Context: an optimization exercise on an open-source flow, tuned for small area, a short achievable clock period and few clock cycles per item. The choices shown serve that exercise and are no tape-out recipe. The RTL was checked by simulation tests, not by an equivalence proof against the original design.

Setup of north:
Design tilt_vector_to_angle_sector, start of the top module:
module tilt_vector_to_angle_sector (
  input  wire         clk,
  input  wire         rst,
  input  wire         accel_valid,
  output wire         accel_stall,
  input  wire  [15:0] accel_x,
  input  wire  [15:0] accel_y,
  output wire         sector_valid,
  input  wire         sector_stall,
  output wire  [4:0]  sector
);
For scale: ~4100 cells after synthesis, about 640 flip-flops, about 43 I/O pins.
Settings: LEC_CHECK=0, ABC_AREA=1, CAP_MARGIN=20, CORE_MARGIN=2, CORE_UTILIZATION=40, CTS_BUF_LIST=sky130_fd_sc_hd__clkbuf_4 sky130_fd_sc_hd__clkbuf_8, CTS_CLUSTER_SIZE=30, PLACE_DENSITY=0.75, SETUP_SLACK_MARGIN=2.6, SLEW_MARGIN=20; clock period 5.0 ns.
run.sh (not shown) runs the stock make flow with config.mk's settings and CLKGATE_MAP_FILE= SYNTH_SCRIPT=/design/flow/synth_recipe.tcl, a recipe that flattens the netlist after the stock synthesis.
Testbench counts of north, summed over its fixed seeds: cycles 16,120, items 16,000.
#### Input delta (south over north)
- CTS_CLUSTER_SIZE: 30 -> 40
- CTS_BUF_LIST: sky130_fd_sc_hd__clkbuf_4 sky130_fd_sc_hd__clkbuf_8 -> sky130_fd_sc_hd__clkbuf_2 sky130_fd_sc_hd__clkbuf_4 sky130_fd_sc_hd__clkbuf_8
### Flow results
Compared to north, the routing of south uses less wire.
north -> south: worst path arrival time flat
[compare] base=north new=south: total number of multi-input combinational cells stayed essentially flat, part of the cycle the worst path needs comparable, flip-flop and latch count roughly the same.
north reports its slowest cell on the critical path as a21oi_1 while south reports ha_1.
[inputs] east vs south
- CTS_CLUSTER_SIZE changed from 40 to 30
- CTS_BUF_LIST changed from sky130_fd_sc_hd__clkbuf_2 sky130_fd_sc_hd__clkbuf_4 sky130_fd_sc_hd__clkbuf_8 to sky130_fd_sc_hd__clkbuf_4 sky130_fd_sc_hd__clkbuf_8
- PLACE_DENSITY changed from 0.75 to 0.85
Findings:
| number of multi-input combinational cells in the layout | east vs south | ≈ equal |. Relative to south, final-layout fill cell count has gone down in east. On east: buffer share of cell area is 0.17 points lower than what south gave. For sequential standard cell area, south and east come out practically identical. Compared to south, east has cell area about 0.4% lower. Die boundary width: south vs east identical. Diff south -> east: area of combinational cells with multiple inputs comparable; number of buffer and inverter stages on the critical path went down 1; global-route track usage on met3 went up. On data required time at the worst endpoint, south tracks east almost exactly.
--- input diff east..west ---
- CTS_CLUSTER_SIZE no longer set, was 30
- PLACE_DENSITY no longer set, was 0.85
- CTS_BUF_LIST no longer set, was sky130_fd_sc_hd__clkbuf_4 sky130_fd_sc_hd__clkbuf_8
- SETUP_SLACK_MARGIN now 2.5, was 2.6
Notes after the runs:
east reports its timing startpoint of the critical path as g_rot[6].g_xy.yq[13]$_DFF_P_ while west reports g_rot[1].g_xy.yq[17]$_DFF_P_.
west gives less cell count than east did.
Taking east as the reference, in west global-route usage -0.34 points; post-layout worst setup margin -62 ps.
Compared with east, west shows a lower wire length.
Compared to east, west has share of the final layout cell area in sequential cells 0.20 points lower.
Compared with east, in west post-layout utilization of the core went up, design area went up, number of nets still failing antenna checks after routing did not really move.
### west -> middle
- CTS_CLUSTER_SIZE now 30, previously not set
- SETUP_SLACK_MARGIN now 2.7, was 2.5
- PLACE_DENSITY now 0.75, previously not set
- CTS_BUF_LIST now sky130_fd_sc_hd__clkbuf_4 sky130_fd_sc_hd__clkbuf_8, previously not set
The overall fraction of global-route tracks in use number comes out higher for middle vs west.
Changes observed in middle relative to west: design area higher; via count of the first global-routing pass up about 4%.
Diff west -> middle: relative slew slack went up 9.0 points, routed wire length went up 3800 um.
Run comparison: west standard cell with the maximum stage delay on the critical path dfxtp_4; middle standard cell with the maximum stage delay on the critical path edfxtp_1
Via count | middle above west

========
== JK ==
Another version of the RTL of tilt_vector_to_angle_sector (not shown whole).
Size in the first run: roughly 640 flip-flops, roughly 35000 µm² of cells after synthesis.
Settings: LEC_CHECK=0, ABC_AREA=1, CAP_MARGIN=20, CORE_MARGIN=2, CORE_UTILIZATION=55, SETUP_SLACK_MARGIN=2.5, SLEW_MARGIN=20; clock period 5.0 ns.
Testbench counts of JK, summed over its fixed seeds: cycles 16,120, items 16,000.
Edits applied to the flow inputs when going from JK to MS:
- a change of CORE_UTILIZATION from 55 to 40
- a change of SETUP_SLACK_MARGIN from 2.5 to 2.6
## What came out
MS did not stop at any stage, and its layout met the timing, DRC and antenna checks.
Minimum clock period after layout improves in MS relative to JK.
JK → MS: wire length increased 1.2%, core box area now larger, maximum number of pins on one net before global-route repair about even.
Input-level comparison between AL and MS:
- SETUP_SLACK_MARGIN: 2.6 -> 2.8
==> summary.txt <==
Across MS and AL, the outcome is the same: a clean finish for every run. Summary of AL over MS: delay of the slowest cell on the worst path lower, synthesized cell count shows no meaningful change. AL has register-to-register slack above what MS had. Relative to MS, final critical-path setup slack has increased by 0.060 ns in AL. Across both runs, critical path depth was lower for AL than for MS.
## Diff of input files: TR against AL
- SETUP_SLACK_MARGIN changed from 2.8 to 2.2
==> summary.txt <==
Reported for TR and AL, post-synthesis register bit count turned out identical to the last digit.
Worst path arrival time: TR higher than AL
For the length of routed met3 wiring, TR came in about 6% lower than AL did.
TR: clock tree cell share of total cell area is 1.1 points higher than what AL reported.
Per the comparison of TR with AL, share of the core filled with cells in the final layout lower; sequential share of layout area higher; worst setup slack lower; post-place setup slack lower.

========
RTL: one of the versions met above, not the one the previous note started from.
Size in the first run: roughly 4100 cells after synthesis, about 43 I/O pins, ~35000 sq um of cells after synthesis.
Settings: LEC_CHECK=0, ABC_AREA=1, CAP_MARGIN=20, CORE_MARGIN=2, CORE_UTILIZATION=40, CTS_BUF_LIST=sky130_fd_sc_hd__clkbuf_4 sky130_fd_sc_hd__clkbuf_8, CTS_CLUSTER_SIZE=30, SETUP_SLACK_MARGIN=2.6, SLEW_MARGIN=20; clock period 5.0 ns.
Testbench counts at the start, summed over its fixed seeds: cycles 16,120, items 16,000.
Rerun with:
CTS_BUF_LIST = default   (was sky130_fd_sc_hd__clkbuf_4 sky130_fd_sc_hd__clkbuf_8)
CTS_CLUSTER_SIZE = default   (was 30)
PLACE_DENSITY = 0.75   (was default)
SETUP_SLACK_MARGIN = 2.5   (was 2.6)
Effect: The new run finished clean. Non-clock buffer count goes down by 26. Clock-buffer cell count goes down by 81. Worst setup slack is worse by 0.054 ns.

-- static timing again, ports no longer ideal --
How much do the figures lean on ideal ports? The routed layouts below were timed once more, with nothing changed but the port constraints.
Step 1 assumes that a clkbuf_16 drives the clock port and a buf_2 every other input.
Step 2 moves the port delays by t, midway between the first and last clock arrival at a register: inputs arrive t later, outputs are due t later. That takes back most of the time a late clock gives input paths.
Slacks: ideal ports / drivers / drivers and shift; pairs: ideal ports / drivers.
run	shift t [ns]	slack for setup (ns)	worst register clock-pin slew, ns
north	0.754	2.666 / 2.610 / 2.098	0.07 / 0.07
south	0.756	2.659 / 2.613 / 2.127	0.07 / 0.07
east	0.748	2.590 / 2.590 / 2.117	0.08 / 0.08
west	0.672	2.529 / 2.529 / 2.200	0.06 / 0.06
middle	0.777	2.694 / 2.627 / 2.153	0.07 / 0.07
JK	0.663	2.559 / 2.493 / 2.272	0.06 / 0.06
MS	0.676	2.663 / 2.619 / 2.249	0.06 / 0.06
AL	0.682	2.723 / 2.723 / 2.307	0.06 / 0.06
TR	0.675	2.408 / 2.399 / 2.253	0.06 / 0.06
the first run of note 3	0.786	2.655 / 2.610 / 2.177	0.07 / 0.07
the second run of note 3	0.667	2.600 / 2.590 / 2.126	0.06 / 0.06
After both steps every run listed still meets setup and hold. For north, which loses most, drivers alone change the setup slack by -0.056 ns; drivers and shift together by -0.568 ns.
